Source: an optimization exercise on an open RTL-to-GDS flow (aim: small area and a short achievable clock period). Production flows keep margins and buffers that such runs may drop.
Where RTL was checked, it was by simulation tests only, not by an equivalence proof against the original.
For runs 2 to 5, only the layout was checked, not whether the RTL still works.

$ cat flow/design.v
`default_nettype none
`timescale 1ns/100ps
module acs_unit (
	input  logic                     run,
	input  logic                     decision,
	input  logic [10-1:0] pm_upper,
	input  logic [10-1:0] pm_lower,
	input  logic [6-1:0] bm_upper,
	input  logic [6-1:0] bm_lower,
	output logic [10-1:0] pm_out
);
	logic [10-1:0] pm_sel;
	logic [6-1:0] bm_sel;
	always_comb begin
		pm_sel = '0;
		bm_sel = '0;
		if (run) begin
			pm_sel = decision ? pm_lower : pm_upper;
			bm_sel = decision ? bm_lower : bm_upper;
		end
	end
	assign pm_out = pm_sel + {{(10-6){1'b0}}, bm_sel};
endmodule
`default_nettype wire
`default_nettype none
`timescale 1ns/100ps
module acs_bank (
	input  logic                                       run,
	input  logic [8*6-1:0]                 bm_set,
	input  logic [64*10-1:0]   old_metrics,
	input  logic [64-1:0]                 sel,
	output logic [64*10-1:0]   new_metrics,
	output logic [64-1:0]                 decisions
);
	localparam logic [3*32-1:0] BUTTERFLY_LABEL = {
		3'b000, 3'b110, 3'b111, 3'b001, 3'b101, 3'b011, 3'b010, 3'b100,
		3'b010, 3'b100, 3'b101, 3'b011, 3'b111, 3'b001, 3'b000, 3'b110,
		3'b001, 3'b111, 3'b110, 3'b000, 3'b100, 3'b010, 3'b011, 3'b101,
		3'b011, 3'b101, 3'b100, 3'b010, 3'b110, 3'b000, 3'b001, 3'b111
	};
	logic [8*10-1:0] bm_delta;
	genvar j, l;
	generate
		for (l = 0; l < 8; l++) begin : g_delta
			assign bm_delta[l*10 +: 10] =
				{{(10-6){1'b0}}, bm_set[(7-l)*6 +: 6]} -
				{{(10-6){1'b0}}, bm_set[l*6 +: 6]};
		end
		for (j = 0; j < 32; j++) begin : g_bfly
			localparam logic [3-1:0] LBL_DIRECT =
				BUTTERFLY_LABEL[3*(32-1-j) +: 3];
			localparam logic [3-1:0] LBL_CROSS = ~LBL_DIRECT;
			logic [10-1:0] pm_upper;
			logic [10-1:0] pm_lower;
			logic [10-1:0] pm_diff;
			logic [10-1:0] diff_even;
			logic [10-1:0] diff_odd;
			assign pm_upper = old_metrics[j*10 +: 10];
			assign pm_lower = old_metrics[(j + 32)*10 +: 10];
			assign pm_diff = pm_lower - pm_upper;
			assign diff_even = pm_diff + bm_delta[LBL_DIRECT*10 +: 10];
			assign diff_odd = pm_diff + bm_delta[LBL_CROSS*10 +: 10];
			assign decisions[2*j] = diff_even[10-1];
			assign decisions[2*j + 1] = diff_odd[10-1];
			acs_unit u_acs_even (
				.run      (run),
				.decision (sel[2*j]),
				.pm_upper (pm_upper),
				.pm_lower (pm_lower),
				.bm_upper (bm_set[LBL_DIRECT*6 +: 6]),
				.bm_lower (bm_set[LBL_CROSS*6 +: 6]),
				.pm_out   (new_metrics[(2*j)*10 +: 10])
			);
			acs_unit u_acs_odd (
				.run      (run),
				.decision (sel[2*j + 1]),
				.pm_upper (pm_upper),
				.pm_lower (pm_lower),
				.bm_upper (bm_set[LBL_CROSS*6 +: 6]),
				.bm_lower (bm_set[LBL_DIRECT*6 +: 6]),
				.pm_out   (new_metrics[(2*j + 1)*10 +: 10])
			);
		end
	endgenerate
endmodule
`default_nettype wire
`default_nettype none
`timescale 1ns/100ps
module path_metric_store (
	input  logic                                     clk,
	input  logic                                     reset_n,
	input  logic [8*6-1:0]               bm_in,
	input  logic [64*10-1:0] new_metrics,
	output logic                                     phase,
	output logic                                     run,
	output logic [8*6-1:0]               bm_set,
	output logic [64*10-1:0] old_metrics
);
	always_ff @(posedge clk or negedge reset_n) begin
		if (!reset_n) begin
			phase <= 1'b0;
		end else begin
			phase <= ~phase;
		end
	end
	always_ff @(posedge clk or negedge reset_n) begin
		if (!reset_n) begin
			run <= 1'b0;
		end else begin
			run <= 1'b1;
		end
	end
	always_ff @(posedge clk) begin
		if (!phase) begin
			bm_set <= bm_in;
		end
	end
	always_ff @(posedge clk) begin
		if (!phase) begin
			old_metrics <= new_metrics;
		end
	end
endmodule
`default_nettype wire
`default_nettype none
`timescale 1ns/100ps
module decision_register (
	input  logic                       clk,
	input  logic                       reset_n,
	input  logic                       phase,
	input  logic [64-1:0] decisions,
	output logic [64-1:0] sel_out
);
	always_ff @(posedge clk or negedge reset_n) begin
		if (!reset_n) begin
			sel_out <= '0;
		end else if (phase) begin
			sel_out <= decisions;
		end
	end
endmodule
`default_nettype wire
`default_nettype none
`timescale 1ns/100ps
module viterbi_pmu (
	input  logic                       clk,
	input  logic                       reset_n,
	input  logic [6-1:0]   bm_000,
	input  logic [6-1:0]   bm_001,
	input  logic [6-1:0]   bm_010,
	input  logic [6-1:0]   bm_011,
	input  logic [6-1:0]   bm_100,
	input  logic [6-1:0]   bm_101,
	input  logic [6-1:0]   bm_110,
	input  logic [6-1:0]   bm_111,
	output logic [64-1:0] sel_out,
	output logic                       clk_div2_out
);
	logic [8*6-1:0]                 bm_in;
	logic [8*6-1:0]                 bm_set;
	logic                                       phase;
	logic                                       run;
	logic [64*10-1:0]   old_metrics;
	logic [64*10-1:0]   new_metrics;
	logic [64-1:0]                 decisions;
	assign bm_in = {bm_111, bm_110, bm_101, bm_100, bm_011, bm_010, bm_001, bm_000};
	assign clk_div2_out = ~phase;
	acs_bank u_acs_bank (
		.run         (run),
		.bm_set      (bm_set),
		.old_metrics (old_metrics),
		.sel         (sel_out),
		.new_metrics (new_metrics),
		.decisions   (decisions)
	);
	path_metric_store u_path_metric_store (
		.clk         (clk),
		.reset_n     (reset_n),
		.bm_in       (bm_in),
		.new_metrics (new_metrics),
		.phase       (phase),
		.run         (run),
		.bm_set      (bm_set),
		.old_metrics (old_metrics)
	);
	decision_register u_decision_register (
		.clk       (clk),
		.reset_n   (reset_n),
		.phase     (phase),
		.decisions (decisions),
		.sel_out   (sel_out)
	);
endmodule
`default_nettype wire
$ cat flow/run.sh
#!/bin/bash
# synth_recipe.tcl (not shown) runs the flow's synth.tcl, then flattens the netlist and writes it again
# the make line also repeats each setting of config.mk as NAME=value (left out here)
make -C /OpenROAD-flow-scripts/flow DESIGN_CONFIG=/design/flow/config.mk WORK_HOME=/design/flow/orfs CLKGATE_MAP_FILE= SYNTH_SCRIPT=/design/flow/synth_recipe.tcl finish
$ cat flow/config.mk
export PLATFORM = sky130hd
export DESIGN_NAME = viterbi_pmu
export DESIGN_NICKNAME = viterbi_pmu
export VERILOG_FILES = /design/flow/design.v
export SDC_FILE = /design/flow/constraint.sdc
export NUM_CORES = 4
export LEC_CHECK = 0
export CAP_MARGIN = 20
export CORE_MARGIN = 2
export CORE_UTILIZATION = 40
export SLEW_MARGIN = 20
$ cat flow/constraint.sdc
create_clock -name core_clock -period 6.2 [get_ports {clk}]
set_input_delay 1.2400 -clock core_clock [delete_from_list [all_inputs] [get_ports {clk}]]
set_output_delay 1.2400 -clock core_clock [all_outputs]
set_load 0.01 [all_outputs]
==> summary.txt, run 1 <==
status: complete, no violations
final core utilization: 43.9%
final net count: 11100
Tot GR Track Use: 28.2%
CTS Sinks: 754
Post-synth EDFFs: 688
cts-stage hold buffer count: 0
die height: 470 um
flops & latches, synth: 754
syn nets: 11200
total of max-cap violations: 0
insertion delay to the later sink of the worst-skew pair: 770 ps
CP arrival: 5380 ps
post-CTS setup buffers: 0
Area Growth Syn to Fin: 8.73%
syn avg cell area: 8.84 sq um
Max Fclk: 0.209 GHz
router iterations before antenna repair: 6
global-route wire length before repair: 460000 um
total CTS buffers: 102
Avg WL per Cell: 25.4 um
worst path cell trace: ha_1 > inv_1 > fa_1 > a21o_1 > a21oi_1 > o21bai_1 > a21oi_4 > buf_4 > ha_1 > o211a_1 > nor3_1 > a2111oi_0 > nor2_1 > xor2_1 > xnor2_1 > a21oi_1
WL final: 321000 um
final hold vios: 0
CP Capture Type: flip-flop
Worst Path Required: 6800 ps
vias in the first global route: 67700
CTS resizes: 0
CTS Root Cell: clkbuf_16
Final min period: 4790 ps
CTS tree: built
die width: 470 um
die area: 221000 sq um
deepest clock path buffer count: 3
maximum fanout along the worst path: 26
routability cong.: 0.994
fin area: 94400 sq um
Clock Skew: 35.5 ps
sequential area share after synthesis: 25.7%
GRT overflow: 0
Clock Pin Slew Worst Setup and Hold Paths: 70 ps
via total after detailed routing: 72000
fin. max-slew vios: 0
PortBufs: 114
slowest stage delay, CP: 860 ps
DP HPWL: 253000 um
Final Cycle Share: 77.2%
fillcell total: 20800
Slew headroom: 17.8%
placed inst area: 90700 sq um
H-tree depth: 3
slowest CP cell: a21oi_4
cell count after synthesis: 9811
Synth cell types: 63
row cnt: 170
TNS Setup: 0 ps
initial antenna violation count: 26
async set-or-reset flop fraction in the synthesized netlist: 8.75%
DRT antenna net count: 0
Setup violations, final: 0
synthesized cell area: 86800 sq um
Hold Path Class: in2async
vias per cell: 5.71
CP Class: reg2reg
Initial Util: 40.4%
kind of start point of the critical path: flip-flop
setup repair after global routing missed its margin: no
I/O pin count: 115
CORE AREA: 215000 sq um
worst slew pin tran: 1220 ps
DR iter-0 viols: 7209
Most used DFF post-synth: edfxtp_1
DRC viols: 0
share of layout cells above drive strength 1: 4.36%
Synth Warn #: 3
pin count of the biggest net entering global routing: 156
[registers in the layout, summed over array words and instances, names as in the netlist]
register,cells
u_decision_register.sel_out,64
u_path_metric_store.run,1
u_path_metric_store.old_metrics,640
u_path_metric_store.phase,1
u_path_metric_store.bm_set,48
[synth_stat cells, drive strengths merged, types with 10 or more instances]
cell	n	area, sq um
ha	1232	15400
inv	872	3270
nor2b	776	4850
nand2	755	2830
mux2i	706	7070
edfxtp	688	20700
o21ai	683	3420
a21oi	571	2890
xnor2	469	4110
nor2	386	1450
clkbuf	352	1330
a21o	290	2180
xor2	285	2500
and2	191	1190
and3	161	1010
buf	140	792
o21a	134	1010
nand2b	122	763
nand3	110	551
fa	104	2080
nand4	79	494
nor3	74	370
a2111oi	72	656
a21boi	72	541
mux2	68	769
dfrtp	66	1650
nor4	65	413
a31oi	44	282
o211a	35	350
o31a	32	280
o21bai	25	188
o31ai	24	180
a211oi	19	143
a311oi	14	160
a221o	11	110
a221oi	10	87.6
a41oi	10	87.6
or4	10	75.1
[worst paths after layout]
path                                                  from  cells after the start                              end  slack, ps
max in group asynchronous                          reset_n                      2  u_decision_register.sel_out[59]       4770
hold reg to reg            u_decision_register.sel_out[16]                      2  u_decision_register.sel_out[16]        530
setup reg to reg             u_path_metric_store.bm_set[6]                     16  u_decision_register.sel_out[32]       1410
hold / removal                                     reset_n                      1  u_decision_register.sel_out[57]        410
setup / recovery             u_path_metric_store.bm_set[6]                     16  u_decision_register.sel_out[32]       1410
min in group core_clock    u_decision_register.sel_out[16]                      2  u_decision_register.sel_out[16]        530
[layer usage]
metal / global-route usage, % / wire, um / part of all wire (%)
met5: 0 / 11 / 0.0034
met4: 13.5 / 17200 / 5.4
met3: 3.95 / 25000 / 7.8
met2: 42.1 / 134000 / 42
met1: 39.8 / 144000 / 45
[stage by stage]
| step | instances | setup slack [ps] | hold slack (ps) |
|---|---|---|---|
| floorplan | 9811 | 1540 | 650 |
| global placement | 12400 | 1570 | 522 |
| detailed placement | 12400 | 1470 | 525 |
| CTS | 12600 | 1430 | 394 |
| global route | 12600 | 1120 | 431 |
| finish | 12600 | 1410 | 405 |
[cell usage in the layout, fill, tap and decap left out, types with 62 or more instances in the layout]
cell type        count
edfxtp_1           688
and2_1             191
nand2b_1           122
o21ai_0            676
nor3_1              74
mux2_2              67
a21boi_0            72
ha_1              1232
xnor2_1            466
a21oi_1            563
nor4_1              62
nand2_1            755
nand3_1            110
a2111oi_0           70
fa_1               104
mux2i_1            706
nor2b_1            776
nor2_1             386
buf_4              139
xor2_1             281
and3_1             161
nand4_1             79
a21o_1             290
o21a_1             134
clkbuf_16          102
inv_1              871
clkdlybuf4s50_1    113
[cell families after synthesis]
logic type      share of synthesized area [%]
compound gates                           14.8
flops                                    25.7
buf+inv                                  6.23
simple gates                             16.2
mux                                      9.03
xor+xnor                                 7.83
fa+ha+maj                                20.2
other cells                           0.00432
[layout make-up]
| type | instances | area [sq um] | share of cell area (%) |
|---|---|---|---|
| sequential | 754 | 22300 | 23.7 |
| tap | 2838 | 3550 | 3.76 |
| clock inverter | 81 | 1050 | 1.11 |
| multi-input combinational | 7692 | 59200 | 62.7 |
| inverter | 872 | 3280 | 3.48 |
| clock buffer | 109 | 2590 | 2.74 |
| antenna | 12 | 30.0 | 0.0318 |
| timing repair buffer | 261 | 2350 | 2.49 |
[worst max-delay path: cells and delay by family (launching register included)]
kind / cells / cell delay, ps
AOI/OAI and AO/OA: 7 / 1850
xor gates and xnor gates: 2 / 350
adders and majority gates: 3 / 910
buffers and inverters: 2 / 370
DFF: 1 / 710
and+or+nand+nor: 2 / 380
==> run 2: changes to the inputs <==
--- a/flow/design.v
+++ b/flow/design.v
@@ -29,2 +29,3 @@
 	input  logic [8*6-1:0]                 bm_set,
+	input  logic [4*(6+1)-1:0]             bm_delta,
 	input  logic [64*10-1:0]   old_metrics,
@@ -40,9 +41,9 @@
 	};
-	logic [8*10-1:0] bm_delta;
+	localparam int DW = 6 + 1;
+	logic [4*10-1:0] delta_ext;
 	genvar j, l;
 	generate
-		for (l = 0; l < 8; l++) begin : g_delta
-			assign bm_delta[l*10 +: 10] =
-				{{(10-6){1'b0}}, bm_set[(7-l)*6 +: 6]} -
-				{{(10-6){1'b0}}, bm_set[l*6 +: 6]};
+		for (l = 0; l < 4; l++) begin : g_delta
+			assign delta_ext[l*10 +: 10] =
+				{{(10-DW){bm_delta[l*DW + DW-1]}}, bm_delta[l*DW +: DW]};
 		end
@@ -60,4 +61,9 @@
 			assign pm_diff = pm_lower - pm_upper;
-			assign diff_even = pm_diff + bm_delta[LBL_DIRECT*10 +: 10];
-			assign diff_odd = pm_diff + bm_delta[LBL_CROSS*10 +: 10];
+			if (LBL_DIRECT < 4) begin : g_direct_low
+				assign diff_even = pm_diff + delta_ext[LBL_DIRECT*10 +: 10];
+				assign diff_odd = pm_diff - delta_ext[LBL_DIRECT*10 +: 10];
+			end else begin : g_direct_high
+				assign diff_even = pm_diff - delta_ext[LBL_CROSS*10 +: 10];
+				assign diff_odd = pm_diff + delta_ext[LBL_CROSS*10 +: 10];
+			end
 			assign decisions[2*j] = diff_even[10-1];
@@ -96,2 +102,3 @@
 	output logic [8*6-1:0]               bm_set,
+	output logic [4*(6+1)-1:0]           bm_delta,
 	output logic [64*10-1:0] old_metrics
@@ -115,2 +122,11 @@
 			bm_set <= bm_in;
+		end
+	end
+	always_ff @(posedge clk) begin
+		if (!phase) begin
+			for (int l = 0; l < 4; l++) begin
+				bm_delta[l*(6+1) +: 6+1] <=
+					{1'b0, bm_in[(7-l)*6 +: 6]} -
+					{1'b0, bm_in[l*6 +: 6]};
+			end
 		end
@@ -160,2 +176,3 @@
 	logic [8*6-1:0]                 bm_set;
+	logic [4*(6+1)-1:0]             bm_delta;
 	logic                                       phase;
@@ -170,2 +187,3 @@
 		.bm_set      (bm_set),
+		.bm_delta    (bm_delta),
 		.old_metrics (old_metrics),
@@ -183,2 +201,3 @@
 		.bm_set      (bm_set),
+		.bm_delta    (bm_delta),
 		.old_metrics (old_metrics)
==> summary.txt, run 2 <==
status: complete, no violations
hold path start: u_decision_register.sel_out[33]
Buf/Inv on CP: 1 (-1)
router iterations before antenna repair: 8 (+2)
Synth top area share: 24.4% (+0.56 points)
DP HPWL: 249000 um (-1.7%)
Crit Reg-Reg Startpoint: u_path_metric_store.old_metrics[210]
fin area: 95900 sq um (+1.6%)
via total after detailed routing: 73700 (+2.4%)
WL final: 325000 um (+1.2%)
CTS resizes: 0 (unchanged)
routability cong.: 0.994 (unchanged)
row cnt: 172 (+1.2%)
Synth cell types: 74 (+17%)
Setup WS post-layout: 2100 ps (+685 ps)
CP Capture Type: flip-flop
Multi-input gate area: 59700 sq um (+0.81%)
Hold Path Class: reg2reg
total CTS buffers: 102 (unchanged)
global-route wire length before repair: 466000 um (+1.2%)
DRC viols: 0 (unchanged)
Final Cycle Share: 66.1% (-11 points)
PortBufs: 114 (unchanged)
Yosys top cell by area: edfxtp_1
syn nets: 11400 (+1.5%)
final hold vios: 0 (unchanged)
Biggest register: u_path_metric_store.old_metrics
Slew headroom: 16.5% (-1.4 points)
Clock Skew: 34.1 ps (-1.44 ps)
I/O pin count: 115 (unchanged)
deepest clock path buffer count: 3 (unchanged)
flops & latches, synth: 782 (+3.7%)
setup repair after global routing missed its margin: no
CTS Sinks: 782 (+3.7%)
R2R cell count: 15 (-1)
CTS Root Cell: clkbuf_16
placed cells: 12700 (+2.3%)
Max Fclk: 0.244 GHz (+17%)
most frequent cells after synthesis: ha_1, inv_1, nand2_1, nor2b_1, o21ai_0
maximum fanout along the worst path: 3 (-88%)
die area: 224000 sq um (+1.7%)
commonest non-fill, non-tap cell in the layout: ha_1
GRT overflow: 0 (unchanged)
Tot GR Track Use: 28.1% (-0.038 points)
final net count: 11300 (+2.3%)
sequential area share after synthesis: 26.2% (+0.53 points)
post-CTS setup buffers: 0 (unchanged)
final core utilization: 43.7% (-0.20 points)
fillcell total: 21200 (+2.0%)
kind of start point of the critical path: flip-flop
Worst Path Required: 6870 ps (+70 ps)
vias in the first global route: 70300 (+3.8%)
Avg WL per Cell: 25.2 um (-1.1%)
TNS Setup: 0 ps (unchanged)
Post-Layout Cell Count: 12900 (+2.2%)
CTS tree: built
max reg flops: 640 (unchanged)
fin. max-slew vios: 0 (unchanged)
Levels on crit path: 15 (-1)
Initial Util: 40.2% (-0.16 points)
share of layout cells above drive strength 1: 5.01% (+0.64 points)
Crit path max-delay family: compound AO/OA/AOI/OAI gates
DRT antenna net count: 0 (unchanged)
Synth Warn #: 3 (unchanged)
met1 Usage GRT: 38.6% (-1.3 points)
cell count after synthesis: 9975 (+1.7%)
total of max-cap violations: 0 (unchanged)
Post-synth EDFFs: 716 (+4.1%)
M2 GR Usage: 42.6% (+0.53 points)
slowest CP cell: a2111oi_0
Largest regs: u_path_metric_store.old_metrics: 640 flops, u_decision_register.sel_out: 64 flops, u_path_metric_store.bm_set: 48 flops
Setup violations, final: 0 (unchanged)
worst slack at placement: 2200 ps (+730 ps)
async set-or-reset flop fraction in the synthesized netlist: 8.44% (-0.31 points)
CP Launch Point: u_path_metric_store.old_metrics[210]
worst slew pin tran: 1240 ps (+20.2 ps)
die width: 474 um (+0.83%)
Most used DFF post-synth: edfxtp_1
most frequent cell after synthesis: ha_1
CP Class: reg2reg
synthesized cell area: 88200 sq um (+1.7%)
Min Hold Slack: 491 ps (+85.9 ps)
FF/Latch Area: 23200 sq um (+3.8%)
hold depth: 2
slowest stage delay, CP: 810 ps (-50 ps)
pin count of the biggest net entering global routing: 176 (+13%)
synth top area cells: edfxtp_1, ha_1, mux2i_1, nor2b_1, xnor2_1
CP arrival: 4780 ps (-600 ps)
initial antenna violation count: 22 (-15%)
insertion delay to the later sink of the worst-skew pair: 800 ps (+30 ps)
Clock Pin Slew Worst Setup and Hold Paths: 60 ps (about the same)
syn avg cell area: 8.85 sq um (about the same)
Area Growth Syn to Fin: 8.65% (about the same)
Final min period: 4100 ps (-685 ps)
cts-stage hold buffer count: 0 (unchanged)
CORE AREA: 220000 sq um (+2.1%)
DR iter-0 viols: 7301 (+1.3%)
GRT busiest layer: met2
worst path cell trace: ha_1 > fa_1 > nor2b_1 > o21ai_0 > a21boi_0 > o21ai_0 > nor2b_1 > xnor2_1 > ha_1 > inv_1 > a2111oi_0 > a2111oi_0 > or3_1 > mux2i_1 > a2111o_1
met3 Use GR: 4.77% (+0.82 points)
H-tree depth: 3 (unchanged)
die height: 474 um (+0.83%)
placed inst area: 92300 sq um (+1.8%)
vias per cell: 5.71 (+0.12%)
most frequent cells in the layout: ha_1, inv_1, nand2_1
run 2: cell count changes after synthesis, moves of 121 or more:
cell / delta
xor2_1: -138
inv_1: +121
nand2_1: +143
a21o_1: -122
a21oi_1: -152
nor3_1: +185
and3_1: -136
run 2: cell type report:
cell class | instances | area share, %
multi-input combinational | 7813 | 62.2
timing repair buffer | 246 | 2.32
clock buffer | 124 | 2.84
tap | 2871 | 3.75
antenna | 2 | 0.00522
sequential | 782 | 24.2
clock inverter | 70 | 0.797
inverter | 994 | 3.90
run 2: worst paths after layout:
check / end / slack (ps)
hold reg to reg: u_decision_register.sel_out[33] / 490
max in group asynchronous: u_path_metric_store.run / 4220
setup / recovery: u_decision_register.sel_out[43] / 2100
min in group asynchronous: u_decision_register.sel_out[1] / 560
setup reg to reg: u_decision_register.sel_out[43] / 2100
hold / removal: u_decision_register.sel_out[33] / 490
run 2: cells by family (layout without fill, tap and decap cells):
kind of cell             after synthesis  after routing  share of synthesized area, %
other                                  1              3                       0.00425
adder cells (fa/ha/maj)             1336           1336                          19.8
buffers and inverters               1380           1434                          6.17
AND/OR/NAND/NOR                     2963           2963                          17.1
XOR/XNOR                             695            695                          7.02
AO/OA/AOI/OAI                       1954           1954                          13.7
flip-flops                           782            782                          26.2
multiplexers                         864            864                          9.99
run 2: routing by layer:
metal / share of wire, % / wire (um)
met4: 5.7 / 18500
met3: 7.9 / 25600
met2: 42 / 138000
met1: 44 / 143000
met5: 0.011 / 37
run 2: worst min-delay path: cells and delay by family (launching register included):
family,cells,cell delay [ps]
flops,1,340
simple gates,1,50
compound gates,1,60
==> run 3: changes to the inputs <==
--- a/flow/config.mk
+++ b/flow/config.mk
@@ -7,2 +7,3 @@
 export LEC_CHECK = 0
+export ABC_CLOCK_PERIOD_IN_PS = 3200
 export CAP_MARGIN = 20
@@ -10,2 +11,3 @@
 export CORE_UTILIZATION = 40
+export SETUP_SLACK_MARGIN = 3.0
 export SLEW_MARGIN = 20
==> summary.txt, run 3 <==
total of max-cap violations: 0 (unchanged)
flops & latches, synth: 782 (unchanged)
syn nets: 11400 (unchanged)
synth top area cells: edfxtp_1, ha_1, mux2i_1, nor2b_1, xnor2_1
final hold vios: 0 (unchanged)
Clock Skew: 40.1 ps (+5.98 ps)
Yosys top cell by area: edfxtp_1
kind of start point of the critical path: flip-flop
cell count after synthesis: 9975 (unchanged)
async set-or-reset flop fraction in the synthesized netlist: 8.44% (unchanged)
CP Class: reg2reg
GRT overflow: 0 (unchanged)
maximum fanout along the worst path: 3 (unchanged)
CTS Sinks: 782 (unchanged)
insertion delay to the later sink of the worst-skew pair: 790 ps (about the same)
synthesized cell area: 88200 sq um (unchanged)
Synth Warn #: 3 (unchanged)
TNS Setup: 0 ps (unchanged)
PortBufs: 114 (unchanged)
Area Growth Syn to Fin: 18.1%
I/O pin count: 115 (unchanged)
routability cong.: 1.04 (+4.1%)
vias in the first global route: 72500 (+3.0%)
Avg WL per Cell: 26.1 um (+3.6%)
most frequent cells after synthesis: ha_1, inv_1, nand2_1, nor2b_1, o21ai_0
Post-Layout Cell Count: 13300 (+3.3%)
most frequent cells in the layout: ha_1, inv_1, nand2_1
final net count: 11700 (+3.7%)
die area: 224000 sq um (unchanged)
Synth top area share: 24.4% (unchanged)
Final Cycle Share: 57.6% (-8.5 points)
total CTS buffers: 105 (+2.9%)
syn avg cell area: 8.85 sq um (unchanged)
Setup violations, final: 0 (unchanged)
status: complete, no violations
share of layout cells above drive strength 1: 15.3% (+10 points)
CTS tree: built
Post-synth EDFFs: 716 (unchanged)
WL final: 347000 um (+7.1%)
DP HPWL: 251000 um (+0.77%)
commonest non-fill, non-tap cell in the layout: ha_1
die width: 474 um (unchanged)
row cnt: 172 (unchanged)
DR iter-0 viols: 8287 (+14%)
Worst Path Required: 6870 ps (about the same)
vias per cell: 5.81 (+1.7%)
Slew headroom: 26.1% (+9.6 points)
slowest CP cell: a2111oi_4
die height: 474 um (unchanged)
H-tree depth: 3 (unchanged)
Max Fclk: 0.280 GHz (+15%)
deepest clock path buffer count: 3 (unchanged)
most frequent cell after synthesis: ha_1
global-route wire length before repair: 486000 um (+4.4%)
fin. max-slew vios: 0 (unchanged)
Largest regs: u_path_metric_store.old_metrics: 640 flops, u_decision_register.sel_out: 64 flops, u_path_metric_store.bm_set: 48 flops
worst slew pin tran: 1100 ps (-143 ps)
CP arrival: 4240 ps (-540 ps)
sequential area share after synthesis: 26.2% (unchanged)
Setup WS post-layout: 2630 ps (+528 ps)
Hold Path Class: in2async
Initial Util: 40.2% (unchanged)
Min Hold Slack: 449 ps (-42.3 ps)
slowest stage delay, CP: 420 ps (-390 ps)
Clock Pin Slew Worst Setup and Hold Paths: 60 ps (about the same)
via total after detailed routing: 77400 (+5.0%)
setup repair after global routing missed its margin: yes
worst slack at placement: 2320 ps (+119 ps)
placed cells: 12700 (-0.031%)
CORE AREA: 220000 sq um (unchanged)
Biggest register: u_path_metric_store.old_metrics
CP Capture Type: flip-flop
Tot GR Track Use: 29.4% (+1.3 points)
pin count of the biggest net entering global routing: 127 (-28%)
worst path cell trace: inv_1 > ha_2 > fa_2 > nor2b_2 > o21ai_2 > a21boi_2 > o21ai_2 > nor2b_2 > xnor2_2 > ha_1 > inv_2 > a2111oi_4 > a2111oi_4 > or3_1 > mux2i_1 > a2111o_1
CTS Root Cell: clkbuf_16
Final min period: 3570 ps (-528 ps)
Most used DFF post-synth: edfxtp_1
max reg flops: 640 (unchanged)
router iterations before antenna repair: 6 (-2)
DRC viols: 0 (unchanged)
initial antenna violation count: 27 (+23%)
Synth cell types: 74 (unchanged)
final core utilization: 47.5% (+3.8 points)
DRT antenna net count: 0 (unchanged)
## run 3: cell counts after synthesis
No cell type changed its count.
## run 3: per-stage QoR
step	area, sq um
floorplan	88900
global placement	93000
detailed placement	93000
CTS	101000
global route	104000
finish	104000
## run 3: final timing paths
path                                                      start                              end  slack (ps)  cells past startpoint
max                        u_path_metric_store.old_metrics[530]  u_decision_register.sel_out[43]        2630                     16
min                                                     reset_n  u_decision_register.sel_out[63]         450                      1
max reg2reg                u_path_metric_store.old_metrics[530]  u_decision_register.sel_out[43]        2630                     16
min reg2reg                     u_decision_register.sel_out[20]  u_decision_register.sel_out[20]         570                      2
max in group asynchronous                               reset_n  u_decision_register.sel_out[18]        4060                      3
min in group core_clock         u_decision_register.sel_out[20]  u_decision_register.sel_out[20]         570                      2
## run 3: cell families (layout without fill, tap and decap cells)
kind of cell	after synthesis	count (layout)	synth area share [%]
other	1	7	0.00425
flip-flops	782	782	26.2
AO/OA/AOI/OAI	1954	1954	13.7
multiplexers	864	864	9.99
buffers and inverters	1380	1856	6.17
adder cells (fa/ha/maj)	1336	1336	19.8
XOR/XNOR	695	695	7.02
AND/OR/NAND/NOR	2963	2963	17.1
## run 3: per-layer routing
| metal | global-route usage (%) | up-vias | routed length [um] |
|---|---|---|---|
| met5 | 0 | - | 98 |
| met4 | 15.1 | 16 | 20400 |
| met3 | 4.92 | 735 | 32600 |
| met2 | 43.9 | 3539 | 146000 |
| met1 | 40.6 | 37700 | 148000 |
| li1 | - | 35400 | - |
## run 3: area by class of cell
type                       instances  area [sq um]
timing repair buffer             661          6090
multi-input combinational       7813         63800
tap                             2871          3590
clock inverter                    72           893
sequential                       782         23300
antenna                            6          15.0
fill                           20500        115000
inverter                         994          3760
timing repair inverter             2          17.5
clock buffer                     127          2770
## run 3: critical path, delay by kind of cell, from the launching register on
| family | cells | cell delay (ps) |
|---|---|---|
| fa+ha+maj | 3 | 830 |
| xor+xnor | 1 | 220 |
| flops | 1 | 410 |
| buf+inv | 2 | 170 |
| simple gates | 3 | 500 |
| mux | 1 | 60 |
| compound gates | 6 | 1270 |
## run 3: what timing repair did
item | 4_1_cts | 5_1_grt
buffers inserted | 290 | 118
hold buffers | 0 | 0
gates resized for setup | 453 | 539
cloned | 5 | 9
pin swaps | 312 | 368
setup endpoints to repair | 417 | 173
==> run 4: changes to the inputs <==
--- a/flow/design.v
+++ b/flow/design.v
@@ -55,3 +55,2 @@
 			logic [10-1:0] pm_lower;
-			logic [10-1:0] pm_diff;
 			logic [10-1:0] diff_even;
@@ -60,9 +59,8 @@
 			assign pm_lower = old_metrics[(j + 32)*10 +: 10];
-			assign pm_diff = pm_lower - pm_upper;
 			if (LBL_DIRECT < 4) begin : g_direct_low
-				assign diff_even = pm_diff + delta_ext[LBL_DIRECT*10 +: 10];
-				assign diff_odd = pm_diff - delta_ext[LBL_DIRECT*10 +: 10];
+				assign diff_even = pm_lower + delta_ext[LBL_DIRECT*10 +: 10] - pm_upper;
+				assign diff_odd = pm_lower - delta_ext[LBL_DIRECT*10 +: 10] - pm_upper;
 			end else begin : g_direct_high
-				assign diff_even = pm_diff - delta_ext[LBL_CROSS*10 +: 10];
-				assign diff_odd = pm_diff + delta_ext[LBL_CROSS*10 +: 10];
+				assign diff_even = pm_lower - delta_ext[LBL_CROSS*10 +: 10] - pm_upper;
+				assign diff_odd = pm_lower + delta_ext[LBL_CROSS*10 +: 10] - pm_upper;
 			end
==> summary.txt, run 4 <==
via total after detailed routing: 70000 (-9.5%)
Hold Path Class: in2async
total of max-cap violations: 0 (unchanged)
worst path cell trace: buf_12 > buf_16 > nor2b_1 > ha_1 > inv_1 > fa_1 > nor2b_1 > o21a_1 > o21ai_0 > a211oi_1 > xnor2_1
deepest clock path buffer count: 3 (unchanged)
final hold vios: 0 (unchanged)
insertion delay to the later sink of the worst-skew pair: 780 ps (about the same)
DR iter-0 viols: 6509 (-21%)
GRT overflow: 0 (unchanged)
maximum fanout along the worst path: 153 (+150)
die area: 229000 sq um (+2.1%)
Synth top area share: 23.9% (-0.50 points)
most frequent cell after synthesis: inv_1
worst slew pin tran: 1180 ps (+77.5 ps)
die width: 479 um (+1.0%)
setup repair after global routing missed its margin: yes
Synth Warn #: 3 (unchanged)
DRC viols: 0 (unchanged)
kind of start point of the critical path: flip-flop
Largest regs: u_path_metric_store.old_metrics: 640 flops, u_decision_register.sel_out: 64 flops, u_path_metric_store.bm_set: 48 flops
fillcell total: 21300 (+3.8%)
PortBufs: 114 (unchanged)
Post-synth EDFFs: 716 (unchanged)
Yosys top cell by area: edfxtp_1
synthesized cell area: 90100 sq um (+2.1%)
CP Capture Type: flip-flop
vias per cell: 5.52 (-5.1%)
slowest CP cell: dfrtp_4
Initial Util: 40.1% (-0.063 points)
CP Class: reg2reg
pin count of the biggest net entering global routing: 154 (+21%)
Biggest register: u_path_metric_store.old_metrics
WL final: 321000 um (-7.7%)
Crit path max-delay family: buffers and inverters
initial antenna violation count: 12 (-56%)
router iterations before antenna repair: 6 (unchanged)
most frequent cells after synthesis: inv_1, ha_1, nand2_1, edfxtp_1, nor2b_1
Final Cycle Share: 52.2% (-5.4 points)
CTS Sinks: 782 (unchanged)
routability cong.: 0.947 (-8.5%)
DP HPWL: 232000 um (-7.6%)
CTS Root Cell: clkbuf_16
Clock Skew: 40.5 ps (+0.413 ps)
cell count after synthesis: 9523 (-4.5%)
Most used DFF post-synth: edfxtp_1
commonest non-fill, non-tap cell in the layout: inv_1
row cnt: 174 (+1.2%)
Most Frequent Cell on Critical Path: nor2b_1
Tot GR Track Use: 27.3% (-2.0 points)
FF/Latch Area: 23300 sq um (about the same)
sequential area share after synthesis: 25.7% (-0.54 points)
status: complete, no violations
final core utilization: 44.5% (-3.0 points)
CP arrival: 3730 ps (-510 ps)
TNS Setup: 0 ps (unchanged)
syn avg cell area: 9.46 sq um (+6.9%)
fin. max-slew vios: 0 (unchanged)
Multi-input gate area: 60500 sq um (-5.1%)
Area Growth Syn to Fin: 10.8%
CORE AREA: 224000 sq um (+2.3%)
H-tree depth: 3 (unchanged)
I/O pin count: 115 (unchanged)
syn nets: 11100 (-2.0%)
Avg WL per Cell: 25.2 um (-3.1%)
Slew headroom: 21.5% (-4.6 points)
most frequent cells in the layout: inv_1, ha_1, nand2_1
CTS tree: built
synth top area cells: edfxtp_1, ha_1, fa_1, mux2i_1, inv_1
final net count: 11200 (-4.4%)
slowest stage delay, CP: 450 ps (+30 ps)
die height: 479 um (+1.0%)
Setup violations, final: 0 (unchanged)
Synth cell types: 44 (-41%)
async set-or-reset flop fraction in the synthesized netlist: 8.44% (unchanged)
Worst Path Required: 6690 ps (-180 ps)
Buf/Inv on CP: 3 (+1)
Max Fclk: 0.309 GHz (+10%)
share of layout cells above drive strength 1: 9.37% (-5.9 points)
max reg flops: 640 (unchanged)
total CTS buffers: 101 (-3.8%)
Final min period: 3240 ps (-337 ps)
DRT antenna net count: 0 (unchanged)
global-route wire length before repair: 461000 um (-5.1%)
flops & latches, synth: 782 (unchanged)
Clock Pin Slew Worst Setup and Hold Paths: 60 ps (about the same)
vias in the first global route: 68700 (-5.2%)
[run 4: cell types whose count changed after synthesis, moves of 122 or more]
| cell | change |
|---|---|
| fa_1 | +448 |
| o21ai_0 | -414 |
| inv_1 | +330 |
| ha_1 | -220 |
| mux2_2 | +215 |
| and2_1 | -198 |
| nor2_1 | +188 |
| nor2b_1 | -150 |
| o21a_1 | +131 |
| nand2_1 | -122 |
[run 4: cells by family (layout without fill, tap and decap cells)]
| family | count (synthesis) | count (layout) | share of synthesized area, % |
|---|---|---|---|
| buf+inv | 1700 | 1876 | 7.53 |
| other cells | 1 | 8 | 0.00416 |
| fa+ha+maj | 1564 | 1564 | 26.3 |
| simple gates | 2615 | 2615 | 14.2 |
| flops | 782 | 782 | 25.7 |
| xor+xnor | 516 | 516 | 5.07 |
| compound gates | 1291 | 1291 | 8.98 |
| mux | 1054 | 1054 | 12.2 |
[run 4: final timing paths]
kind	start	end	slack [ps]	cells past startpoint
max in group asynchronous	reset_n	u_decision_register.sel_out[29]	4690	2
min	reset_n	u_decision_register.sel_out[42]	430	1
max	u_path_metric_store.run	u_path_metric_store.old_metrics[228]	2960	11
min reg2reg	u_decision_register.sel_out[17]	u_decision_register.sel_out[17]	620	1
max reg2reg	u_path_metric_store.run	u_path_metric_store.old_metrics[228]	2960	11
min in group core_clock	u_decision_register.sel_out[17]	u_decision_register.sel_out[17]	620	1
[run 4: metrics by stage]
step                      setup WS (ps)  area [sq um]  hold WS [ps]  instances
after floorplan                   -5510         90200           739       9523
after global placement             2400         94600           625      12400
after detailed placement           2350         94600           647      12400
after CTS                          2850         99200           375      12700
after global routing               2800         99800           417      12700
final                              2960         99800           433      12700
[run 4: metal layers]
| metal | share of wire (%) | global-route usage [%] | vias up | wire, um |
|---|---|---|---|---|
| met5 | 0.0041 | 0 | - | 13 |
| met4 | 6.1 | 14.3 | 2 | 19700 |
| met3 | 7.1 | 4.27 | 637 | 22900 |
| met2 | 45 | 43.3 | 2505 | 143000 |
| met1 | 42 | 36.1 | 34600 | 135000 |
| li1 | - | - | 32300 | - |
[run 4: area by class of cell]
type	instances	share of cell area (%)
Clock inverter	70	0.823
Multi-Input combinational cell	7041	60.6
Antenna cell	7	0.0175
Inverter	1327	5.09
Timing Repair Buffer	361	3.70
Timing Repair inverter	1	0.00501
Tap cell	2992	3.75
Sequential cell	782	23.3
Clock buffer	117	2.64
[run 4: repair_timing]
action                     CTS  global route
hold buffers                 0             0
setup buffers               72            13
setup endpoints to repair  631           159
resized for setup          195            95
gates cloned                 4             2
==> run 5: changes to the inputs <==
--- a/flow/config.mk
+++ b/flow/config.mk
@@ -7,3 +7,3 @@
 export LEC_CHECK = 0
-export ABC_CLOCK_PERIOD_IN_PS = 3200
+export ABC_CLOCK_PERIOD_IN_PS = 2800
 export CAP_MARGIN = 20
@@ -11,3 +11,3 @@
 export CORE_UTILIZATION = 40
-export SETUP_SLACK_MARGIN = 3.0
+export SETUP_SLACK_MARGIN = 3.4
 export SLEW_MARGIN = 20
==> summary.txt, run 5 <==
fin area: 117000 sq um (+17%)
DP HPWL: 232000 um (unchanged)
syn avg cell area: 9.46 sq um (unchanged)
fin. max-slew vios: 0 (unchanged)
max reg flops: 640 (unchanged)
WL final: 376000 um (+17%)
most frequent cells in the layout: inv_1, ha_1, edfxtp_1
CORE AREA: 224000 sq um (unchanged)
Post-Layout Cell Count: 13400 (+5.8%)
CP Capture Type: flip-flop
flops & latches, synth: 782 (unchanged)
Synth top area share: 23.9% (unchanged)
Setup WS post-layout: 3150 ps (+187 ps)
Largest regs: u_path_metric_store.old_metrics: 640 flops, u_decision_register.sel_out: 64 flops, u_path_metric_store.bm_set: 48 flops
CP arrival: 3560 ps (-170 ps)
Crit Reg-Reg Startpoint: u_path_metric_store.run
row cnt: 174 (unchanged)
worst slew pin tran: 985 ps (-193 ps)
R2R Path End: u_path_metric_store.old_metrics[536]
DRT antenna net count: 0 (unchanged)
TNS Setup: 0 ps (unchanged)
CTS tree: built
CTS Root Cell: clkbuf_16
Max Fclk: 0.328 GHz (+6.1%)
Synth Warn #: 3 (unchanged)
Yosys top cell by area: edfxtp_1
final net count: 12000 (+6.5%)
share of layout cells above drive strength 1: 28.4% (+19 points)
initial antenna violation count: 22 (+10)
DRC viols: 0 (unchanged)
Tot GR Track Use: 29.5% (+2.1 points)
die height: 479 um (unchanged)
via total after detailed routing: 77400 (+10%)
Final min period: 3050 ps (-187 ps)
cell count after synthesis: 9523 (unchanged)
commonest non-fill, non-tap cell in the layout: inv_1
reg2reg setup slack: 3150 ps (+190 ps)
sequential area share after synthesis: 25.7% (unchanged)
I/O pin count: 115 (unchanged)
Hold Path Class: in2async
routability cong.: 0.947 (unchanged)
router iterations before antenna repair: 7 (+1)
total CTS buffers: 101 (unchanged)
Setup violations, final: 0 (unchanged)
Synth cell types: 44 (unchanged)
GRT overflow: 0 (unchanged)
vias in the first global route: 72500 (+5.4%)
die width: 479 um (unchanged)
placed inst area: 94600 sq um (unchanged)
most frequent cells after synthesis: inv_1, ha_1, nand2_1, edfxtp_1, nor2b_1
DR iter-0 viols: 8060 (+24%)
syn nets: 11100 (unchanged)
fillcell total: 19400 (-8.8%)
async set-or-reset flop fraction in the synthesized netlist: 8.44% (unchanged)
die area: 229000 sq um (unchanged)
PortBufs: 114 (unchanged)
R2R cell count: 14 (+3)
CP Class: reg2reg
CTS Sinks: 782 (unchanged)
Post-synth EDFFs: 716 (unchanged)
synth top area cells: edfxtp_1, ha_1, fa_1, mux2i_1, inv_1
pin count of the biggest net entering global routing: 126 (-18%)
Most used DFF post-synth: edfxtp_1
H-tree depth: 3 (unchanged)
Slew headroom: 34.3% (+13 points)
maximum fanout along the worst path: 6 (-96%)
Worst Path Required: 6710 ps (+20 ps)
synthesized cell area: 90100 sq um (unchanged)
Clock Skew: 46.8 ps (+6.27 ps)
final hold vios: 0 (unchanged)
Avg WL per Cell: 28.0 um (+11%)
Final Cycle Share: 49.2% (-3.0 points)
Min Hold Slack: 414 ps (-19.5 ps)
placed cells: 12400 (unchanged)
status: complete, no violations
kind of start point of the critical path: flip-flop
setup repair after global routing missed its margin: yes
insertion delay to the later sink of the worst-skew pair: 790 ps (about the same)
vias per cell: 5.76 (+4.4%)
Area Growth Syn to Fin: 29.6%
deepest clock path buffer count: 3 (unchanged)
Initial Util: 40.1% (unchanged)
Clock Pin Slew Worst Setup and Hold Paths: 60 ps (about the same)
global-route wire length before repair: 494000 um (+7.1%)
most frequent cell after synthesis: inv_1
final core utilization: 52.0% (+7.5 points)
Biggest register: u_path_metric_store.old_metrics
total of max-cap violations: 0 (unchanged)
worst slack at placement: 2350 ps (unchanged)
==> run 5: per-layer routing <==
layer	GRT usage (%)	wire, um	vias to the layer above
met5	0	78	-
met4	17.6	30400	12
met3	5.66	36000	1143
met2	45.9	165000	3787
met1	38.0	144000	38500
li1	-	-	33900
==> run 5: cell families (layout without fill, tap and decap cells) <==
| logic type | Yosys count | count (layout) | share of synthesized area, % |
|---|---|---|---|
| xor+xnor | 516 | 516 | 5.07 |
| buf+inv | 1700 | 2602 | 7.53 |
| other cells | 1 | 19 | 0.00416 |
| compound gates | 1291 | 1291 | 8.98 |
| fa+ha+maj | 1564 | 1564 | 26.3 |
| simple gates | 2615 | 2615 | 14.2 |
| mux | 1054 | 1054 | 12.2 |
| flops | 782 | 782 | 25.7 |
==> run 5: cell type report <==
type                    count  area [sq um]  area share [%]
inverters                1327          5140            4.40
well taps                2992          3740            3.21
multi-input cells        7041         68100            58.3
flip-flops and latches    782         23300            20.0
clock buffers             117          2640            2.26
diodes                     18          45.0          0.0386
repair buffers           1087         12900            11.1
repair inverters            1          5.00         0.00429
clock inverters            70           822           0.704
==> run 5: worst max path at each step <==
stage                                     start                                    to  cells after the start
4_1_cts                 u_path_metric_store.run   u_path_metric_store.old_metrics[78]                     12
3_3_place_gp   u_path_metric_store.bm_delta[20]       u_decision_register.sel_out[17]                     10
2_1_floorplan         u_path_metric_store.phase       u_path_metric_store.bm_delta[0]                      2
6_report                u_path_metric_store.run  u_path_metric_store.old_metrics[536]                     14
3_5_place_dp   u_path_metric_store.bm_delta[20]        u_decision_register.sel_out[8]                     10
5_1_grt                 u_path_metric_store.run  u_path_metric_store.old_metrics[507]                     14
==> run 5: worst max-delay path, stage by stage (launching register included) <==
cell and delay, ps:
dfrtp_4 520, buf_12 150, buf_16 160, buf_12 160, buf_16 160, nor2b_4 140
ha_4 180, inv_2 60, fa_2 230, nor2b_4 40, o21a_1 230, o21a_1 220
buf_4 150, o211ai_1 240, nand3_2 130
==> run 5: what timing repair did <==
item,in CTS,in global routing
buffers inserted,365,324
pin swaps,242,1079
cloned,65,63
hold buffers,0,0
gates resized for setup,995,1588
setup endpoints to repair,996,592
==> run 6: changes to the inputs <==
--- a/flow/design.v
+++ b/flow/design.v
@@ -13,11 +13,5 @@
 	logic [6-1:0] bm_sel;
-	always_comb begin
-		pm_sel = '0;
-		bm_sel = '0;
-		if (run) begin
-			pm_sel = decision ? pm_lower : pm_upper;
-			bm_sel = decision ? bm_lower : bm_upper;
-		end
-	end
-	assign pm_out = pm_sel + {{(10-6){1'b0}}, bm_sel};
+	assign pm_sel = decision ? pm_lower : pm_upper;
+	assign bm_sel = decision ? bm_lower : bm_upper;
+	assign pm_out = run ? pm_sel + {{(10-6){1'b0}}, bm_sel} : '0;
 endmodule
@@ -98,2 +92,3 @@
 	output logic                                     phase,
+	output logic                                     phase_a,
 	output logic                                     run,
@@ -108,2 +103,9 @@
 			phase <= ~phase;
+		end
+	end
+	always_ff @(posedge clk or negedge reset_n) begin
+		if (!reset_n) begin
+			phase_a <= 1'b1;
+		end else begin
+			phase_a <= ~phase_a;
 		end
@@ -145,4 +147,10 @@
 	input  logic [64-1:0] decisions,
-	output logic [64-1:0] sel_out
-);
+	output logic [64-1:0] sel_out,
+	output logic [64-1:0] sel_int
+);
+	always_ff @(posedge clk) begin
+		if (phase) begin
+			sel_int <= decisions;
+		end
+	end
 	always_ff @(posedge clk or negedge reset_n) begin
@@ -176,2 +184,3 @@
 	logic                                       phase;
+	logic                                       phase_a;
 	logic                                       run;
@@ -180,4 +189,5 @@
 	logic [64-1:0]                 decisions;
+	logic [64-1:0]                 sel_int;
 	assign bm_in = {bm_111, bm_110, bm_101, bm_100, bm_011, bm_010, bm_001, bm_000};
-	assign clk_div2_out = ~phase;
+	assign clk_div2_out = phase_a;
 	acs_bank u_acs_bank (
@@ -187,3 +197,3 @@
 		.old_metrics (old_metrics),
-		.sel         (sel_out),
+		.sel         (sel_int),
 		.new_metrics (new_metrics),
@@ -197,2 +207,3 @@
 		.phase       (phase),
+		.phase_a     (phase_a),
 		.run         (run),
@@ -207,3 +218,4 @@
 		.decisions (decisions),
-		.sel_out   (sel_out)
+		.sel_out   (sel_out),
+		.sel_int   (sel_int)
 	);
--- a/flow/config.mk
+++ b/flow/config.mk
@@ -7,7 +7,7 @@
 export LEC_CHECK = 0
-export ABC_CLOCK_PERIOD_IN_PS = 2800
+export ABC_CLOCK_PERIOD_IN_PS = 3000
 export CAP_MARGIN = 20
 export CORE_MARGIN = 2
-export CORE_UTILIZATION = 40
-export SETUP_SLACK_MARGIN = 3.4
+export CORE_UTILIZATION = 60
+export SETUP_SLACK_MARGIN = 3.2
 export SLEW_MARGIN = 20
==> summary.txt, run 6 <==
R2R cell count: 7 (-7)
die width: 390 um (-18%)
pin count of the biggest net entering global routing: 157 (+25%)
DRT antenna net count: 0 (unchanged)
DP HPWL: 242000 um (+4.4%)
Setup violations, final: 0 (unchanged)
Initial Util: 60.5% (+20 points)
status: complete, no violations
router iterations before antenna repair: 6 (-1)
Area Growth Syn to Fin: 12.3%
Hold Path Class: reg2reg
slowest CP cell: o211ai_1
CTS Root Cell: clkbuf_16
Final Cycle Share: 49.6% (+0.39 points)
Post-Layout Cell Count: 11300 (-16%)
row cnt: 141 (-19%)
hold depth: 1
via total after detailed routing: 72700 (-6.0%)
Crit path max-delay family: compound AO/OA/AOI/OAI gates
synthesized cell area: 89400 sq um (-0.72%)
most frequent cells in the layout: inv_1, ha_1, edfxtp_1
Avg WL per Cell: 29.1 um (+4.0%)
Largest regs: u_path_metric_store.old_metrics: 640 flops, u_decision_register.sel_int: 64 flops, u_decision_register.sel_out: 64 flops
slowest stage delay, CP: 920 ps (+400 ps)
hold path start: u_path_metric_store.phase_a
die area: 152000 sq um (-34%)
initial antenna violation count: 38 (+73%)
maximum fanout along the worst path: 8 (+2)
flops & latches, synth: 847 (+8.3%)
reg2reg setup slack: 3130 ps (-20 ps)
CTS tree: built
Biggest register: u_path_metric_store.old_metrics
GRT overflow: 0 (unchanged)
Yosys top cell by area: edfxtp_1
vias per cell: 6.46 (+12%)
deepest clock path buffer count: 3 (unchanged)
Most used DFF post-synth: edfxtp_1
CORE AREA: 148000 sq um (-34%)
cell count after synthesis: 8867 (-6.9%)
placed cells: 10700 (-14%)
Multi-input gate area: 59100 sq um (-13%)
final net count: 10900 (-9.2%)
Hold EP: u_path_metric_store.phase_a
H-tree depth: 3 (unchanged)
routability cong.: 1.02 (+7.8%)
kind of start point of the critical path: flip-flop
CTS Sinks: 847 (+8.3%)
Synth cell types: 56 (+27%)
commonest non-fill, non-tap cell in the layout: inv_1
vias in the first global route: 68000 (-6.2%)
syn avg cell area: 10.1 sq um (+6.6%)
FF/Latch Area: 25100 sq um (+7.8%)
worst path cell trace: buf_4 > mux2_2 > ha_1 > inv_1 > o21bai_2 > a21oi_2 > o211ai_1
share of layout cells above drive strength 1: 18.1% (-10 points)
Worst Path Required: 6580 ps (-130 ps)
insertion delay to the later sink of the worst-skew pair: 740 ps (-50 ps)
Crit Reg-Reg Startpoint: u_path_metric_store.bm_set[9]
fin. max-slew vios: 0 (unchanged)
CP Class: reg2reg
CP Capture Type: flip-flop
CP arrival: 3450 ps (-110 ps)
max reg flops: 640 (unchanged)
Post-synth EDFFs: 780 (+8.9%)
async set-or-reset flop fraction in the synthesized netlist: 7.91% (-0.53 points)
total CTS buffers: 103 (+2.0%)
Tot GR Track Use: 42.2% (+13 points)
setup repair after global routing missed its margin: yes
Clock Skew: 26.4 ps (-20.4 ps)
most frequent cell after synthesis: inv_1
PortBufs: 114 (unchanged)
Max Fclk: 0.325 GHz (-0.79%)
synth top area cells: edfxtp_1, ha_1, fa_1, mux2_2, inv_1
die height: 390 um (-18%)
sequential area share after synthesis: 28.1% (+2.4 points)
cts-stage hold buffer count: 0 (unchanged)
DR iter-0 viols: 8909 (+11%)
Synth Warn #: 2 (-1)
total of max-cap violations: 0 (unchanged)
most frequent cells after synthesis: inv_1, ha_1, edfxtp_1, mux2_2, a21oi_1
Buf/Inv on CP: 2 (-4)
fillcell total: 11500 (-41%)
Final min period: 3070 ps (+24.4 ps)
Slew headroom: 20.8% (-13 points)
DRC viols: 0 (unchanged)
worst slew pin tran: 1180 ps (+197 ps)
global-route wire length before repair: 463000 um (-6.3%)
WL final: 328000 um (-13%)
final hold vios: 0 (unchanged)
R2R Path End: u_path_metric_store.old_metrics[66]
Clock Pin Slew Worst Setup and Hold Paths: 60 ps (about the same)
I/O pin count: 115 (unchanged)
Synth top area share: 26.2% (+2.3 points)
syn nets: 10500 (-5.9%)
[run 6: cell count changes after synthesis, sizes merged, moves of 115 or more]
| cell | change |
|---|---|
| nor2b | -705 |
| mux2i | -448 |
| nand2 | -428 |
| mux2 | +352 |
| a21oi | +207 |
| xnor2 | -170 |
| buf | -154 |
| nor2 | -145 |
| and2 | +130 |
| a21o | +123 |
| clkbuf | +121 |
| inv | -115 |
[run 6: cells by family after synthesis]
family          share of synthesized area [%]
fa+ha+maj                                26.5
xor+xnor                                 3.95
simple gates                             9.29
compound gates                           13.2
mux                                      12.0
other cells                           0.00419
buf+inv                                  7.06
flops                                    28.1
[run 6: what timing repair did]
action / CTS / global route
pin swaps: 6 / 42
buffers inserted: 283 / 101
endpoints found under the setup margin: 306 / 160
gates cloned: 4 / 2
resized for setup: 109 / 124
endpoints found under the hold margin: 0 / 0
[run 6: routing by layer]
layer / up-vias / share of wire, % / track usage, %
met3: 773 / 14 / 14.0
met5: - / 0.046 / 0
met1: 35600 / 40 / 60.4
li1: 32100 / - / -
met4: 24 / 5.0 / 17.2
met2: 4232 / 40 / 58.4
[run 6: final cells by class]
cell class,instances,area share (%)
Inverter,1213,4.64
Sequential cell,847,25.0
Timing Repair inverter,3,0.0224
Clock inverter,77,0.799
Tap cell,1930,2.40
Clock buffer,117,2.70
Timing Repair Buffer,607,5.61
Antenna cell,5,0.0125
Multi-Input combinational cell,6467,58.8
[run 6: through the flow]
| step | utilization (%) | hold slack (ps) | area, sq um | worst slack (ps) | setup TNS, ps |
|---|---|---|---|---|---|
| 6_report | 67.9 | 450 | 100000 | 3130 | 0 |
| 5_1_grt | 67.9 | 459 | 100000 | 3130 | 0 |
| 4_1_cts | 67.0 | 440 | 99000 | 3180 | 0 |
| 3_5_place_dp | 62.6 | 428 | 92600 | 2320 | 0 |
| 3_3_place_gp | 62.6 | 421 | 92600 | 2350 | 0 |
| 2_1_floorplan | - | 441 | 89900 | -6440 | -4629990 |
[run 6: worst max-delay path by stage]
stage                                                start                                    to  cells after the start
after floorplan                  u_path_metric_store.phase       u_path_metric_store.bm_delta[0]                      1
after global placement    u_path_metric_store.bm_delta[16]       u_decision_register.sel_out[16]                      9
after detailed placement  u_path_metric_store.bm_delta[17]       u_decision_register.sel_out[16]                      9
after CTS                   u_path_metric_store.bm_set[24]  u_path_metric_store.old_metrics[108]                     10
after global routing        u_path_metric_store.bm_set[24]  u_path_metric_store.old_metrics[238]                      9
final                        u_path_metric_store.bm_set[9]   u_path_metric_store.old_metrics[66]                      7
[run 6: worst register-to-register path: stages, from the launching register on]
cell and delay [ps]:
edfxtp_1 530, buf_4 260, mux2_2 280, ha_1 310, inv_1 80, o21bai_2 230
a21oi_2 100, o211ai_1 920
==> run 7: changes to the inputs <==
--- a/flow/config.mk
+++ b/flow/config.mk
@@ -7,7 +7,7 @@
 export LEC_CHECK = 0
-export ABC_CLOCK_PERIOD_IN_PS = 3000
+export ABC_CLOCK_PERIOD_IN_PS = 3200
 export CAP_MARGIN = 20
 export CORE_MARGIN = 2
-export CORE_UTILIZATION = 60
-export SETUP_SLACK_MARGIN = 3.2
+export CORE_UTILIZATION = 40
+export SETUP_SLACK_MARGIN = 3.0
 export SLEW_MARGIN = 20
==> summary.txt, run 7 <==
CTS Sinks: 847 (unchanged)
most frequent cells in the layout: inv_1, ha_1, edfxtp_1
Crit path max-delay family: buffers and inverters
PortBufs: 114 (unchanged)
M2 GR Usage: 42.5% (-16 points)
pin count of the biggest net entering global routing: 172 (+9.6%)
DR iter-0 viols: 7737 (-13%)
Min Hold Slack: 454 ps (+3.79 ps)
GRT busiest layer: met2
flops & latches, synth: 847 (unchanged)
most frequent cell after synthesis: inv_1
GRT overflow: 0 (unchanged)
cell count after synthesis: 8867 (unchanged)
DRT antenna net count: 0 (unchanged)
CORE AREA: 222000 sq um (+50%)
Most used DFF post-synth: edfxtp_1
insertion delay to the later sink of the worst-skew pair: 790 ps (+50 ps)
Post-synth EDFFs: 780 (unchanged)
Avg WL per Cell: 27.4 um (-6.0%)
Largest regs: u_path_metric_store.old_metrics: 640 flops, u_decision_register.sel_int: 64 flops, u_decision_register.sel_out: 64 flops
Slew headroom: 21.1% (+0.30 points)
fin. max-slew vios: 0 (unchanged)
Max Fclk: 0.312 GHz (-4.2%)
share of layout cells above drive strength 1: 16.2% (-1.9 points)
sequential area share after synthesis: 28.1% (unchanged)
Synth Warn #: 2 (unchanged)
met3 Use GR: 5.58% (-8.4 points)
Synth cell types: 56 (unchanged)
kind of start point of the critical path: flip-flop
vias per cell: 5.77 (-11%)
Yosys top cell by area: edfxtp_1
DRC viols: 0 (unchanged)
DP HPWL: 252000 um (+4.0%)
deepest clock path buffer count: 3 (unchanged)
final net count: 10800 (-0.97%)
global-route wire length before repair: 476000 um (+2.8%)
maximum fanout along the worst path: 46 (+38)
die width: 477 um (+22%)
slowest stage delay, CP: 820 ps (-100 ps)
cts-stage hold buffer count: 0 (unchanged)
worst path cell trace: buf_4 > buf_4 > nand3_1 > o211ai_1
fillcell total: 20900 (+81%)
initial antenna violation count: 39 (+2.6%)
Synth top area share: 26.2% (unchanged)
met1 Usage GRT: 40.7% (-20 points)
CP Capture Type: flip-flop
WL final: 334000 um (+2.0%)
TNS Setup: 0 ps (unchanged)
Most Frequent Cell on Critical Path: buf_4
slowest CP cell: o211ai_1
Biggest register: u_path_metric_store.old_metrics
I/O pin count: 115 (unchanged)
async set-or-reset flop fraction in the synthesized netlist: 7.91% (unchanged)
worst slew pin tran: 1180 ps (+0.774 ps)
row cnt: 173 (+23%)
Tot GR Track Use: 28.7% (-14 points)
router iterations before antenna repair: 8 (+2)
most frequent cells after synthesis: inv_1, ha_1, edfxtp_1, mux2_2, a21oi_1
final core utilization: 45.2% (-23 points)
routability cong.: 0.990 (-3.0%)
die height: 477 um (+22%)
syn avg cell area: 10.1 sq um (unchanged)
synth top area cells: edfxtp_1, ha_1, fa_1, mux2_2, inv_1
status: complete, no violations
setup repair after global routing missed its margin: yes
Final Cycle Share: 51.8% (+2.2 points)
Buf/Inv on CP: 2 (unchanged)
Final min period: 3210 ps (+136 ps)
max reg flops: 640 (unchanged)
Clock Skew: 40.9 ps (+14.5 ps)
total CTS buffers: 107 (+3.9%)
CTS Root Cell: clkbuf_16
Worst Path Required: 6650 ps (+70 ps)
final hold vios: 0 (unchanged)
vias in the first global route: 67400 (-0.92%)
commonest non-fill, non-tap cell in the layout: inv_1
H-tree depth: 3 (unchanged)
die area: 227000 sq um (+49%)
Initial Util: 40.2% (-20 points)
Area Growth Syn to Fin: 12.3% (about the same)
syn nets: 10500 (unchanged)
Clock Pin Slew Worst Setup and Hold Paths: 60 ps (about the same)
CP Class: reg2reg
synthesized cell area: 89400 sq um (unchanged)
Hold Path Class: reg2reg
CP arrival: 3660 ps (+210 ps)
CTS tree: built
Setup violations, final: 0 (unchanged)
total of max-cap violations: 0 (unchanged)
via total after detailed routing: 70500 (-3.1%)
-- run 7: worst paths after layout --
check / startpoint / to / slack (ps) / depth (start not counted)
max: u_path_metric_store.run / u_path_metric_store.old_metrics[276] / 2990 / 4
min: u_path_metric_store.phase_a / u_path_metric_store.phase_a / 450 / 1
max reg2reg: u_path_metric_store.run / u_path_metric_store.old_metrics[276] / 2990 / 4
min reg2reg: u_path_metric_store.phase_a / u_path_metric_store.phase_a / 450 / 1
max in group asynchronous: reset_n / u_path_metric_store.phase / 4270 / 2
min in group asynchronous: reset_n / u_decision_register.sel_out[39] / 630 / 1
-- run 7: repair_timing --
action	in CTS	in global routing
setup buffers	149	139
cloned	2	0
pin swaps	0	7
setup endpoints to repair	195	87
gates resized for setup	47	35
-- run 7: logic make-up (layout without fill, tap and decap cells) --
group	Yosys count	after routing	synth area share [%]
adders and majority gates	1564	1564	26.5
xor gates and xnor gates	397	397	3.95
DFF	847	847	28.1
buffers and inverters	1553	1915	7.06
other	1	16	0.00419
AOI/OAI and AO/OA	1888	1888	13.2
and+or+nand+nor	1659	1659	9.29
muxes	958	958	12.0
-- run 7: area by class of cell --
type	count	area (sq um)	share of cell area (%)
flip-flops and latches	847	25100	25.0
clock inverters	76	978	0.974
repair buffers	499	4460	4.44
multi-input cells	6467	58600	58.4
clock buffers	125	2810	2.80
inverters	1213	4670	4.65
diodes	15	37.5	0.0374
well taps	2975	3720	3.71
repair inverters	2	15.0	0.0149
-- run 7: metal layers --
metal	vias up	part of all wire, %
li1	31900	-
met1	34900	43
met2	3027	42
met3	607	9.3
met4	18	4.8
met5	-	0.035
-- run 7: stage by stage --
stage	instances	setup slack (ps)	cell area (sq um)
2_1_floorplan	8867	-6440	89900
3_3_place_gp	11700	2220	93800
3_5_place_dp	11700	2200	93800
4_1_cts	12100	3000	99000
5_1_grt	12200	2950	100000
6_report	12200	2990	100000
-- run 7: worst reg2reg max path: stages (launching register included) --
cell and delay [ps]:
dfrtp_4 800, buf_4 530, buf_4 580, nand3_1 170, o211ai_1 820

static timing again, ports no longer ideal:
In the flow no input, the clock included, has a driving cell. The finished layouts below were timed again as built, in two steps. Step 1: set_driving_cell puts a clkbuf_16 on clk and a buf_2 on each other input, an assumption about the parent block. Step 2, shift: input delay + t, output delay - t, t = (earliest + latest rising clock arrival at the registers) / 2. This alone moves slack from input paths to output paths. a / b / c = ideal / step 1 / step 2; a / b = the first two.
run | t (ns) | setup slack, ns | hold WS [ns] | clock arrival spread, ns | worst data-port slew with drivers (ns)
run 1 | 0.841 | 1.414 / 1.414 / 1.414 | 0.405 / 0.342 / 0.531 | 0.037 / 0.037 | 0.10
run 2 | 0.875 | 2.099 / 2.069 / 2.099 | 0.491 / 0.491 / 0.491 | 0.035 / 0.035 | 0.06
run 3 | 0.863 | 2.627 / 2.627 / 2.627 | 0.449 / 0.381 / 0.572 | 0.044 / 0.043 | 0.04
run 4 | 0.857 | 2.964 / 2.955 / 2.745 | 0.433 / 0.358 / 0.620 | 0.041 / 0.040 | 0.04
run 5 | 0.867 | 3.151 / 3.151 / 2.729 | 0.414 / 0.339 / 0.644 | 0.049 / 0.049 | 0.04
run 6 | 0.813 | 3.126 / 3.126 / 2.828 | 0.450 / 0.450 / 0.450 | 0.028 / 0.028 | 0.05
run 7 | 0.861 | 2.991 / 2.977 / 2.703 | 0.454 / 0.454 / 0.454 | 0.044 / 0.044 | 0.06
After both steps every run listed still meets setup and hold. The setup slack of run 5, which loses most, moves by 0.000 ns with the drivers and by -0.422 ns with both steps.
